Context: an optimization exercise on an open-source flow, tuned for small area, a short achievable clock period and few clock cycles per item. The choices shown serve that exercise and are no tape-out recipe.
RTL that was checked went through simulation tests only; none was proved equivalent to the original.
Only the layout flow was run in run 2; the RTL was not checked for function there.

==> flow/design.v (outline; a module is shown in full before it is edited, if it fits) <==
// module best_disp_select: 3661 lines
// module bds_norm: 17 lines
// module bds_tab_n: 31 lines
// module bds_tab_d: 31 lines
module best_disp_select #(
    parameter int unsigned NPIX_LOG2 = 8
) (
    input  logic               clk,
    input  logic               rst,
    input  logic               frame_start,
    input  logic [10:0]        fsum,
    input  logic               valid,
    input  logic               last,
    input  logic [13:0]        g2sum,
    input  logic [10:0]        gsum,
    input  logic [13:0]        fg,
    input  logic [5:0]         place,
    output logic               busy,
    output logic [5:0]         best_place,
    output logic               best_valid,
    output logic               done,
    output logic               overrun
);
  // ...
==> flow/flow/run.sh <==
#!/bin/bash
set -euo pipefail
bash standard.sh SETUP_SLACK_MARGIN=6.5 finish > make.log 2>&1
==> flow/standard.sh <==
#!/bin/bash
# synth_recipe.tcl (not shown) runs the flow's synth.tcl, then flattens the netlist and writes it again
# the make line also repeats each setting of config.mk as NAME=value (left out here)
make -C /OpenROAD-flow-scripts/flow DESIGN_CONFIG=/design/flow/config.mk WORK_HOME=/design/flow/orfs CLKGATE_MAP_FILE= SYNTH_SCRIPT=/design/flow/synth_recipe.tcl "${@:-finish}"
==> flow/config.mk <==
export PLATFORM = sky130hd
export DESIGN_NAME = best_disp_select
export DESIGN_NICKNAME = best_disp_select
export VERILOG_FILES = /design/flow/design.v
export SDC_FILE = /design/flow/constraint.sdc
export NUM_CORES = 4
export LEC_CHECK = 0
export CAP_MARGIN = 20
export CORE_MARGIN = 2
export CORE_UTILIZATION = 40
export SLEW_MARGIN = 20
==> flow/constraint.sdc <==
create_clock -name core_clock -period 12.0 [get_ports {clk}]
set_input_delay 2.4000 -clock core_clock [delete_from_list [all_inputs] [get_ports {clk}]]
set_output_delay 2.4000 -clock core_clock [all_outputs]
set_load 0.01 [all_outputs]
==> reports/results.txt, run 1 <==
Status - timing/DRC/antenna clean
Setup ws final - 6720 ps
Layout cell share with drive strength beyond 1 - 6.72%
Post-place setup slack - 5220 ps
Largest family of logic cells by synthesized area - adder cells
Routed WL per cell - 17.3 um
Die H - 313 um
Synth Area in Simple Gates - 11.9%
IO Port Bufs - 70
Drt via density - 5.27
First-pass GRT wire length - 142000 um
Worst skew pair latency - 630 ps
Initial antenna violation count - 0
Via count - 26.7k
Critical path depth - 19
Biggest regs - r_bk (25), s_k (25)
Full die area - 98200 um2
Post-CTS Setup Inserts - 14
Most Crowded Layer GR - met2
Cell count after placement - 4924
Register area - 14500 um2
Setup violations, final - 0
H-tree Lvls - 3
Final-layout clock buffer total - 88
Post-synthesis adder-cell area fraction - 22.0%
Most numerous cell in the Yosys netlist - inv_1
Fin Setup TNS - 0 ps
Yosys top cell area share - 29.5%
Largest cells by area after synthesis - edfxtp_1, fa_1, ha_1, dfxtp_1, inv_1
CTS root buf - clkbuf_16
Commonest non-fill, non-tap cell in the layout - inv_1
Least-Margin Pin Slew - 1060 ps
Post-synthesis compound-gate area fraction - 15.0%
Testbench counts, summed over its fixed seeds: cycles 10,366, items 9,296.
==> run 2, diff against run 1 <==
--- a/flow/design.v
+++ b/flow/design.v
@@ -3618,44 +3618,42 @@
             r_bk   <= w_k;
         end
         if (w_go && w_amb) begin
             s_num    <= rf_num;
             s_den    <= rf_den;
             s_place  <= rf_place;
             s_last   <= rf_last;
             s_k      <= w_k;
+        end
+        if (r_busy && w_fin && w_swin) begin
+            r_bnum <= s_num;
+            r_bden <= s_den;
+            r_bk   <= s_k;
+        end
+        if (!r_busy) begin
             s_cnt    <= '0;
             s_pb     <= r_bden[0];
             s_qb     <= rf_den[0];
             s_pl     <= 1'b0;
             s_ql     <= 1'b0;
             s_p      <= '0;
             s_q      <= '0;
             s_z      <= '0;
             s_sticky <= 1'b0;
-        end
-        if (r_busy) begin
-            if (w_fin) begin
-                if (w_swin) begin
-                    r_bnum <= s_num;
-                    r_bden <= s_den;
-                    r_bk   <= s_k;
-                end
-            end else begin
-                s_cnt    <= w_cnt1;
-                s_pb     <= w_pbit;
-                s_qb     <= w_qbit;
-                s_pl     <= w_p1[0];
-                s_ql     <= w_q1[0];
-                s_p      <= w_p1[22:1];
-                s_q      <= w_q1[22:1];
-                s_z      <= w_z1[23:1];
-                s_sticky <= s_sticky | w_z1[0];
-            end
+        end else begin
+            s_cnt    <= w_cnt1;
+            s_pb     <= w_pbit;
+            s_qb     <= w_qbit;
+            s_pl     <= w_p1[0];
+            s_ql     <= w_q1[0];
+            s_p      <= w_p1[22:1];
+            s_q      <= w_q1[22:1];
+            s_z      <= w_z1[23:1];
+            s_sticky <= s_sticky | w_z1[0];
         end
     end
     assign busy       = r_busy;
     assign best_place = r_bplace;
     assign best_valid = r_bvalid;
     assign done       = r_done;
     assign overrun    = r_overrun;
 endmodule
==> flow/flow/run.sh (replaced) <==
#!/bin/bash
set -euo pipefail
bash standard.sh SETUP_SLACK_MARGIN=6.5 "CTS_ARGS=-sink_clustering_enable -repair_clock_nets -dont_use_dummy_load" finish > make.log 2>&1
==> run 2 against run 1 <==
Against the previous run:
- still clean
- critical path depth up 2
- synthesized cell count down 1.8%
- count of clock-buffer cells in the layout down 28
- sequential cell count down 1
- utilization down 0.71 points
- critical endpoint is now r1_num[16]$_DFFE_PN_
- maximum frequency down 3.4%
==> reports/results.txt, run 2 <==
Die H - 312 um (was 313 um)
Worst setup path category - reg -> reg (unchanged)
Minimum hold slack - 416 ps (was 412 ps)
Startpoint types - flip-flop (unchanged)
Worst skew pair latency - 670 ps (was 630 ps)
Max Fclk - 183 MHz (was 189 MHz)
Final hold violation count - 0 (unchanged)
CP most frequent cell - fa_1 (unchanged)
CTS tree - built (unchanged)
Most frequent cells in the layout - inv_1, edfxtp_1, nand2_1 (unchanged)
Yosys cell types - 107 (was 92)
Least-Margin Pin Slew - 952 ps (was 1060 ps)
CP max stage cell - or4_4 (was fa_1)
Synth Instances - 3657 (was 3725)
Xor/xnor share of the synthesized area - 4.08% (was 4.19%)
Commonest non-fill, non-tap cell in the layout - inv_1 (unchanged)
HPWL after DPL - 61500 um (was 63400 um)
CTS root buf - clkbuf_16 (unchanged)
Delay-heaviest family, CP - adder cells (unchanged)
RSZ-0062 raised after global routing - yes (unchanged)
Post-synthesis mux area share - 2.68% (was 2.47%)
# rows - 113 (unchanged)
Register area share after synthesis - 39.9% (was 37.9%)
Iter 0 DRT Violations - 1806 (was 1724)
Full die area - 97500 um2 (was 98200 um2)
Worst min-delay path category - reg -> reg (unchanged)
Fillers - 8907 (was 8869)
Status - timing/DRC/antenna clean (unchanged)
Vias in the first global route - 25.5k (was 26.6k)
CP required - 12360 ps (was 12350 ps)
Asr flop ratio synth - 0% (unchanged)
Max_slew headroom - 34.9% (was 27.4%)
IO Port Bufs - 70 (unchanged)
Largest net degree at the start of global routing - 165 (was 196)
Initial antenna violation count - 0 (unchanged)
Skew final - 94.4 ps (was 32.0 ps)
Crit path arrival time - 5830 ps (was 5630 ps)
Fin Setup TNS - 0 ps (unchanged)
Drc violations - 0 (unchanged)
Ys flop type - edfxtp_1 (unchanged)
CP endpoint kind - flip-flop (unchanged)
Synth Area in Simple Gates - 13.5% (was 11.9%)
Biggest regs - r_bk (25), s_k (25) (unchanged)
Via count - 25.5k (was 26.7k)
First-pass GRT wire length - 136000 um (was 142000 um)
Leading area contributor after synthesis - edfxtp_1 (unchanged)
Setup violations, final - 0 (unchanged)
Layout cell share with drive strength beyond 1 - 6.83% (was 6.72%)
Worst Path Buf+Inv - 5 (was 4)
CP cell instances - clkinvlp_4, or3_1, o21ai_1, buf_4, a22oi_2, xnor2_1, fa_1, inv_1, fa_1, inv_2, fa_1, inv_1, fa_1, ha_2, or3_1, or4_4, a31o_4, a31oi_2, nor2b_1, nor2_1, xnor2_1 (was buf_4, buf_8, nand2_1, o2bb2ai_4, a21oi_1, xnor2_1, fa_1, inv_1, fa_1, fa_1, inv_1, fa_1, ha_1, and3_1, a311o_1, a21oi_2, o21ai_0, a21oi_1, xnor2_1)
All-Layer GR Usage - 17.3% (was 17.8%)
Post-route ant nets - 0 (unchanged)
Post-synthesis adder-cell area fraction - 22.2% (was 22.0%)
Yosys top cell area share - 35.1% (was 29.5%)
RePlAce Congestion - 0.888 (was 0.860)
Pre-antenna DRT Iters - 5 (unchanged)
Period utilisation layout - 45.5% (was 44.0%)
Die W - 312 um (was 313 um)
Largest family of logic cells by synthesized area - adder cells (unchanged)
Most numerous cell in the Yosys netlist - inv_1 (unchanged)
CTS Buf Count - 60 (was 66)
Commonest cells post-synth - inv_1, edfxtp_1, nand2_1 (unchanged)
Aggregate global routing overflow - 0 (unchanged)
#FFs+latches synth - 536 (was 537)
Area growth, synth to finish - 10.9% (was 12.2%)
Routed wire length - 83900 um (was 87800 um)
Ant. Diodes - 0 (unchanged)
Routed WL per cell - 16.8 um (was 17.3 um)
Drt via density - 5.11 (was 5.27)
Post-Syn Area per Cell - 10.4 um2 (was 10.3 um2)
CTS clock-pin slew for the worst setup and hold paths - 60 ps (about the same)
Core ar. - 94600 um2 (was 94900 um2)
Min cycle time layout - 5470 ps (was 5280 ps)
Yosys warning count - 2 (unchanged)
Fin. max-slew vios - 0 (unchanged)
Max Buffers Root-to-Sink - 3 (unchanged)
EDFF count, synth - 444 (was 376)
Crit path max fanout - 4 (was 17)
Max stage delay on crit path - 530 ps (was 540 ps)
Mapped Nets - 4242 (was 4310)
H-tree Lvls - 2 (was 3)
Mapped cell area - 38000 um2 (was 38300 um2)
Largest cells by area after synthesis - edfxtp_1, fa_1, ha_1, dfxtp_1, inv_1 (unchanged)
Clock tree sinks - 536 (was 537)
Maxcap violations - 0 (unchanged)
Starting Density - 40.2% (was 40.3%)
# IOs - 71 (unchanged)
Hold_buf cts - 0 (unchanged)
Nets - 4307 (was 4342)
Post-synthesis compound-gate area fraction - 11.3% (was 15.0%)
run 2: kinds of logic (layout without fill, tap and decap cells):
logic type,Yosys count,in the layout
and+or+nand+nor,1067,1068
muxes,82,82
adders and majority gates,525,525
AOI/OAI and AO/OA,647,647
DFF,536,536
buffers and inverters,623,685
xor gates and xnor gates,177,177
run 2: final cells by class:
cell class | instances | area (um2) | share of cell area [%]
inverter | 497 | 1890 | 4.48
clock buffer | 60 | 1500 | 3.56
tap | 1265 | 1580 | 3.76
multi-input combinational | 2499 | 20700 | 49.2
timing repair buffer | 128 | 1280 | 3.03
sequential | 536 | 15200 | 36.0
run 2: repair_timing:
item / in CTS / in global routing
pin swaps: 9 / 31
gates resized for setup: 29 / 37
endpoints found under the setup margin: 129 / 148
buffers inserted: 18 / 17
gates cloned: 2 / 1
run 2: final timing paths:
kind / cells past startpoint / to / slack [ps] / startpoint
setup / recovery: 21 / r1_num[16]$_DFFE_PN_ / 6530 / r0_gsum[3]$_DFFE_PP_
hold / removal: 0 / rn_place[0]$_DFFE_PN_ / 420 / r1_place[0]$_DFFE_PN_
setup reg to reg: 21 / r1_num[16]$_DFFE_PN_ / 6530 / r0_gsum[3]$_DFFE_PP_
hold reg to reg: 0 / rn_place[0]$_DFFE_PN_ / 420 / r1_place[0]$_DFFE_PN_
run 2: stage by stage:
| step | setup WS, ps | utilization [%] | cells | area [um2] |
|---|---|---|---|---|
| 6_report | 6530 | 44.6 | 4985 | 42100 |
| 5_1_grt | 6330 | 44.6 | 4985 | 42100 |
| 4_1_cts | 6480 | 44.2 | 4967 | 41800 |
| 3_5_place_dp | 5420 | 42.2 | 4887 | 40000 |
| 3_3_place_gp | 5470 | 42.2 | 4887 | 40000 |
| 2_1_floorplan | 6510 | - | 3657 | 38000 |
run 2: per-layer routing:
layer | track usage [%] | vias up | routed length, um
li1 | - | 12596 | -
met1 | 24.2 | 12275 | 39800
met2 | 28.1 | 475 | 39000
met3 | 1.99 | 126 | 2990
met4 | 5.33 | 0 | 2130
met5 | 0 | - | 0

afterwards: timing with drivers on the ports:
The flow's constraints put no driver on any port. The routed layouts listed below were extracted and timed again, unchanged, in two steps. Step 1, drivers: a clkbuf_16 drives clk and a buf_2 each remaining input, both assumed. Step 2 also shifts input and output timing later by t, the mid clock arrival at the registers, as if the neighbouring blocks saw the same clock. Slacks: no drivers / after step 1 / after step 2; pairs: no drivers / after step 1.
run | shift t [ns] | setup slack, ns | worst slew at a driven data input, ns
run 1 | 0.675 | 6.722 / 6.722 / 6.722 | 0.06
run 2 | 0.694 | 6.535 / 6.535 / 6.535 | 0.05
After both steps every run listed still meets setup and hold.
